Source: an optimization exercise on an open RTL-to-GDS flow (aim: small area and a short achievable clock period). Production flows keep margins and buffers that such runs may drop.
In this exercise RTL edits were held to simulation tests only and were not proved equivalent to the original.
No activity file was given, so power comes from the tool's default toggle rates.

== run 1 ==
Design rope_sim_top, start of the top module:
module rope_sim_top (
    input  wire logic                    clk,
    input  wire logic                    reset,
    input  wire logic                    step,
    input  wire rope_sim_pkg::coord_t    anchor_x,
    input  wire rope_sim_pkg::coord_t    anchor_y,
    input  wire rope_sim_pkg::node_sel_t node_sel,
    output logic                         step_done,
    output logic                         busy,
    output rope_sim_pkg::coord_t         sel_x,
    output rope_sim_pkg::coord_t         sel_y
);
Size in the first run: roughly 6900 cells after synthesis, ~600 flip-flops, roughly 140 I/O pins, roughly 0.049 mm2 of cells after synthesis.
export LEC_CHECK = 0
export ABC_AREA = 1
export CAP_MARGIN = 20
export CORE_MARGIN = 2
export CORE_UTILIZATION = 40
export SLEW_MARGIN = 20
create_clock -name core_clock -period 24.0 [get_ports {clk}]
standard.sh (not shown) runs the stock make flow with config.mk's settings and CLKGATE_MAP_FILE= SYNTH_SCRIPT=/design/flow/synth_recipe.tcl, a recipe that flattens the netlist after the stock synthesis.
==> flow/flow/run.sh <==
#!/bin/bash
# Standard layout with a larger setup target for repair_timing (the SDC
# and clock period are the design's; only the optimisation aims for more
# slack). Gate cloning is off so no register is ever duplicated.
set -euo pipefail
cd "$(dirname "$0")/.."
bash standard.sh SETUP_SLACK_MARGIN=17.7 SKIP_GATE_CLONING=1 finish > flow_make.log 2>&1
Run 1: all stages complete, timing, DRC and antenna checks passed
Here is what was changed in the inputs of run 2 compared with run 1.
==> flow/flow/run.sh <==
#!/bin/bash
# The standard layout (standard.sh: the standard synthesis script, floorplan,
# placement, CTS, routing) with two changes, both in how the layout is made:
#  - ADDER_MAP_FILE is empty, so synthesis maps the adders with ABC instead of
#    extracting full/half-adder cells (registers and their names are unchanged);
#  - repair_timing aims for more setup slack than zero. The SDC, clock period
#    and I/O constraints are the design's.
# Gate cloning is off so no register is ever duplicated.
set -euo pipefail
cd "$(dirname "$0")/.."
bash standard.sh ADDER_MAP_FILE= SETUP_SLACK_MARGIN=17.7 SKIP_GATE_CLONING=1 finish > flow_make.log 2>&1
## What came out
- Looking at total iterations of the first detailed-routing run, run 2 sits 1 higher than run 1 does.
- From run 1 to run 2 the numbers moved as follows: total number of cells along the worst setup path saw a decrease; routed length per placed instance saw a decrease.
- On clock transition at the registers of the reported paths, run 2 and run 1 are basically level.
- For the share of layout cells above drive strength 1, run 2 came in 8.3 points lower than run 1 did.
- Going from run 1 to run 2, multi-input combinational area share dropped 2.7 points, maximum number of pins on one net before global-route repair dropped 33, initial core utilization barely changed.
Relative to run 2, the following input files were edited for run 3:
==> flow/run.sh (new file) <==
#!/bin/bash
# synth_recipe.tcl (not shown) runs the flow's synth.tcl, then flattens the netlist and writes it again
# the make line also repeats each setting of config.mk as NAME=value (left out here)
make -C /OpenROAD-flow-scripts/flow DESIGN_CONFIG=/design/flow/config.mk WORK_HOME=/design/flow/orfs CLKGATE_MAP_FILE= SYNTH_SCRIPT=/design/flow/synth_recipe.tcl finish
removed: flow/flow/run.sh
removed: flow/standard.sh
Results
NOTE: worst relative slew slack in run 3 falls short of that of run 2. Side by side, tap cell count turned out higher in run 3 than in run 2. Total area of multi-input combinational cells (run 3 vs. run 2) increases by a little under 10%. Total leakage power: run 3 vs run 2 down 3.7%. On part of the total power dissipated in sequential elements: between run 2 and run 3, it ends up lower for run 3. On switching power, the higher figure sits with run 3, not run 2. Per the comparison of run 3 with run 2, via total after detailed routing decreased 8190; effective utilization at floorplan essentially unchanged; shortest period the worst path allows increased 2560 ps.

========
rope_sim_top, a different RTL version from the one above (not shown whole).
For scale: about 7,200 cells after synthesis, ~580 flip-flops.
==> flow/config.mk <==
export PLATFORM = sky130hd
export DESIGN_NAME = rope_sim_top
export DESIGN_NICKNAME = rope_sim_top
export VERILOG_FILES = /design/flow/design.v
export SDC_FILE = /design/flow/constraint.sdc
export NUM_CORES = 4
export LEC_CHECK = 0
export ABC_AREA = 1
export CAP_MARGIN = 20
export CORE_MARGIN = 2
export CORE_UTILIZATION = 40
export SLEW_MARGIN = 20
==> flow/constraint.sdc <==
create_clock -name core_clock -period 24.0 [get_ports {clk}]
set_input_delay 4.8000 -clock core_clock [delete_from_list [all_inputs] [get_ports {clk}]]
set_output_delay 4.8000 -clock core_clock [all_outputs]
set_load 0.01 [all_outputs]
==> flow/flow/run.sh <==
#!/bin/bash
# Standard layout with a larger setup target for repair_timing (the SDC
# and clock period are the design's; only the optimisation aims for more
# slack). Gate cloning is off so no register is ever duplicated.
set -euo pipefail
cd "$(dirname "$0")/.."
bash standard.sh SETUP_SLACK_MARGIN=17 SKIP_GATE_CLONING=1 finish > flow_make.log 2>&1
Edit:
==> flow/run.sh (new file) <==
#!/bin/bash
# synth_recipe.tcl (not shown) runs the flow's synth.tcl, then flattens the netlist and writes it again
# the make line also repeats each setting of config.mk as NAME=value (left out here)
make -C /OpenROAD-flow-scripts/flow DESIGN_CONFIG=/design/flow/config.mk WORK_HOME=/design/flow/orfs CLKGATE_MAP_FILE= SYNTH_SCRIPT=/design/flow/synth_recipe.tcl finish
removed: flow/flow/run.sh
removed: flow/standard.sh
Routed wire length shrinks by 1.3%.
Total power is lower by 1.6%.
Clock power hardly moves.
Cell area fell by 1.9%.
Clock-buffer cell count does not change.
Edit:
==> flow/flow/run.sh (new file) <==
#!/bin/bash
# Standard layout with a larger setup target for repair_timing (the SDC
# and clock period are the design's; only the optimisation aims for more
# slack). Gate cloning is off so no register is ever duplicated.
set -euo pipefail
cd "$(dirname "$0")/.."
bash standard.sh SETUP_SLACK_MARGIN=17.7 SKIP_GATE_CLONING=1 finish > flow_make.log 2>&1
==> flow/standard.sh (new file) <==
#!/bin/bash
# synth_recipe.tcl (not shown) runs the flow's synth.tcl, then flattens the netlist and writes it again
# the make line also repeats each setting of config.mk as NAME=value (left out here)
make -C /OpenROAD-flow-scripts/flow DESIGN_CONFIG=/design/flow/config.mk WORK_HOME=/design/flow/orfs CLKGATE_MAP_FILE= SYNTH_SCRIPT=/design/flow/synth_recipe.tcl "${@:-finish}"
removed: flow/run.sh
Combinational power climbs by a few percent.
Final cell count rises by a few percent.
Global-route usage increases by 0.28 points.
Die area is unchanged.
Sequential cell count does not change.
Routed wire length increases by a few percent.
Edit:
==> flow/run.sh (new file) <==
#!/bin/bash
# synth_recipe.tcl (not shown) runs the flow's synth.tcl, then flattens the netlist and writes it again
# the make line also repeats each setting of config.mk as NAME=value (left out here)
make -C /OpenROAD-flow-scripts/flow DESIGN_CONFIG=/design/flow/config.mk WORK_HOME=/design/flow/orfs CLKGATE_MAP_FILE= SYNTH_SCRIPT=/design/flow/synth_recipe.tcl finish
CAP_MARGIN = 60   (was 20)
SLEW_MARGIN = 60   (was 20)
removed: flow/flow/run.sh
removed: flow/standard.sh
Worst setup slack degrades by 1.8 ns. First-iteration DRC count fell by 7.9%. Maximum frequency drops by 22%. Die area is unchanged. Clock-buffer cell count is lower by 3. Global-route usage fell by 0.31 points.

========
rope_sim_top, a different RTL version from the one above (not shown whole).
Size in the first run: ~600 flip-flops, about 140 I/O pins, ~47,000 um^2 of cells after synthesis.
Settings: LEC_CHECK=0, ABC_AREA=1, CAP_MARGIN=20, CORE_MARGIN=2, CORE_UTILIZATION=70, CTS_CLUSTER_DIAMETER=100, CTS_CLUSTER_SIZE=20, SLEW_MARGIN=20; clock period 24.0 ns.
==> flow/flow/run.sh <==
#!/bin/bash
# The standard layout (standard.sh: the standard synthesis script, floorplan,
# placement, CTS, routing) with two changes, both in how the layout is made:
#  - ADDER_MAP_FILE is empty, so synthesis maps the adders with ABC instead of
#    extracting full/half-adder cells (registers and their names are unchanged);
#  - repair_timing aims for more setup slack than zero. The SDC, clock period
#    and I/O constraints are the design's.
# Gate cloning is off so no register is ever duplicated.
set -euo pipefail
cd "$(dirname "$0")/.."
bash standard.sh ADDER_MAP_FILE= SETUP_SLACK_MARGIN=17.95 SKIP_GATE_CLONING=1 finish > flow_make.log 2>&1
Rerun with:
--- a/flow/flow/run.sh
+++ b/flow/flow/run.sh
@@ -9,3 +9,3 @@
 set -euo pipefail
 cd "$(dirname "$0")/.."
-bash standard.sh ADDER_MAP_FILE= SETUP_SLACK_MARGIN=17.95 SKIP_GATE_CLONING=1 finish > flow_make.log 2>&1
+bash standard.sh ADDER_MAP_FILE= SETUP_SLACK_MARGIN=17.7 SKIP_GATE_CLONING=1 finish > flow_make.log 2>&1
- CORE_UTILIZATION: 70 -> 65
=> The changed run completed without violations. Worst setup slack got worse by 0.21 ns. Area after synthesis is unchanged. Wire length went down by about 4%. Synthesized cell count stays the same.

==> re-timing with driven ports <==
No port has a modelled driver above. Below, the same layouts with a new extraction and two added sets of constraints. Step 1, drivers: a clkbuf_16 drives clk and a buf_2 each remaining input, both assumed. Step 2, shift: input delay + t, output delay - t, t = (earliest + latest rising clock arrival at the registers) / 2. This alone moves slack from input paths to output paths. Three values: ideal ports, drivers, drivers and shift; two values: the first two.
run	t (ns)	setup WS [ns]	hold slack, ns	clock arrival spread, ns
run 1	0.767	17.608 / 17.608 / 16.879	0.459 / 0.459 / 0.459	0.036 / 0.036
run 2	0.750	17.716 / 17.696 / 17.012	0.448 / 0.448 / 0.448	0.027 / 0.027
run 3	0.758	15.161 / 15.161 / 15.161	0.456 / 0.456 / 0.456	0.037 / 0.036
the first run of note 2	0.772	17.042 / 17.017 / 16.310	0.452 / 0.452 / 0.452	0.027 / 0.027
the second run of note 2	0.766	15.619 / 15.619 / 15.107	0.453 / 0.453 / 0.453	0.026 / 0.026
the third run of note 2	0.766	17.644 / 17.620 / 16.922	0.466 / 0.466 / 0.466	0.031 / 0.031
the fourth run of note 2	0.768	15.827 / 15.827 / 15.827	0.455 / 0.455 / 0.455	0.027 / 0.027
the first run of note 3	0.679	17.908 / 17.869 / 17.253	0.399 / 0.399 / 0.399	0.029 / 0.029
the second run of note 3	0.685	17.696 / 17.636 / 17.037	0.394 / 0.394 / 0.394	0.052 / 0.053
After both steps every run listed still meets setup and hold. The setup slack of the first run of note 2, which loses most, moves by -0.025 ns with the drivers and by -0.732 ns with both steps.
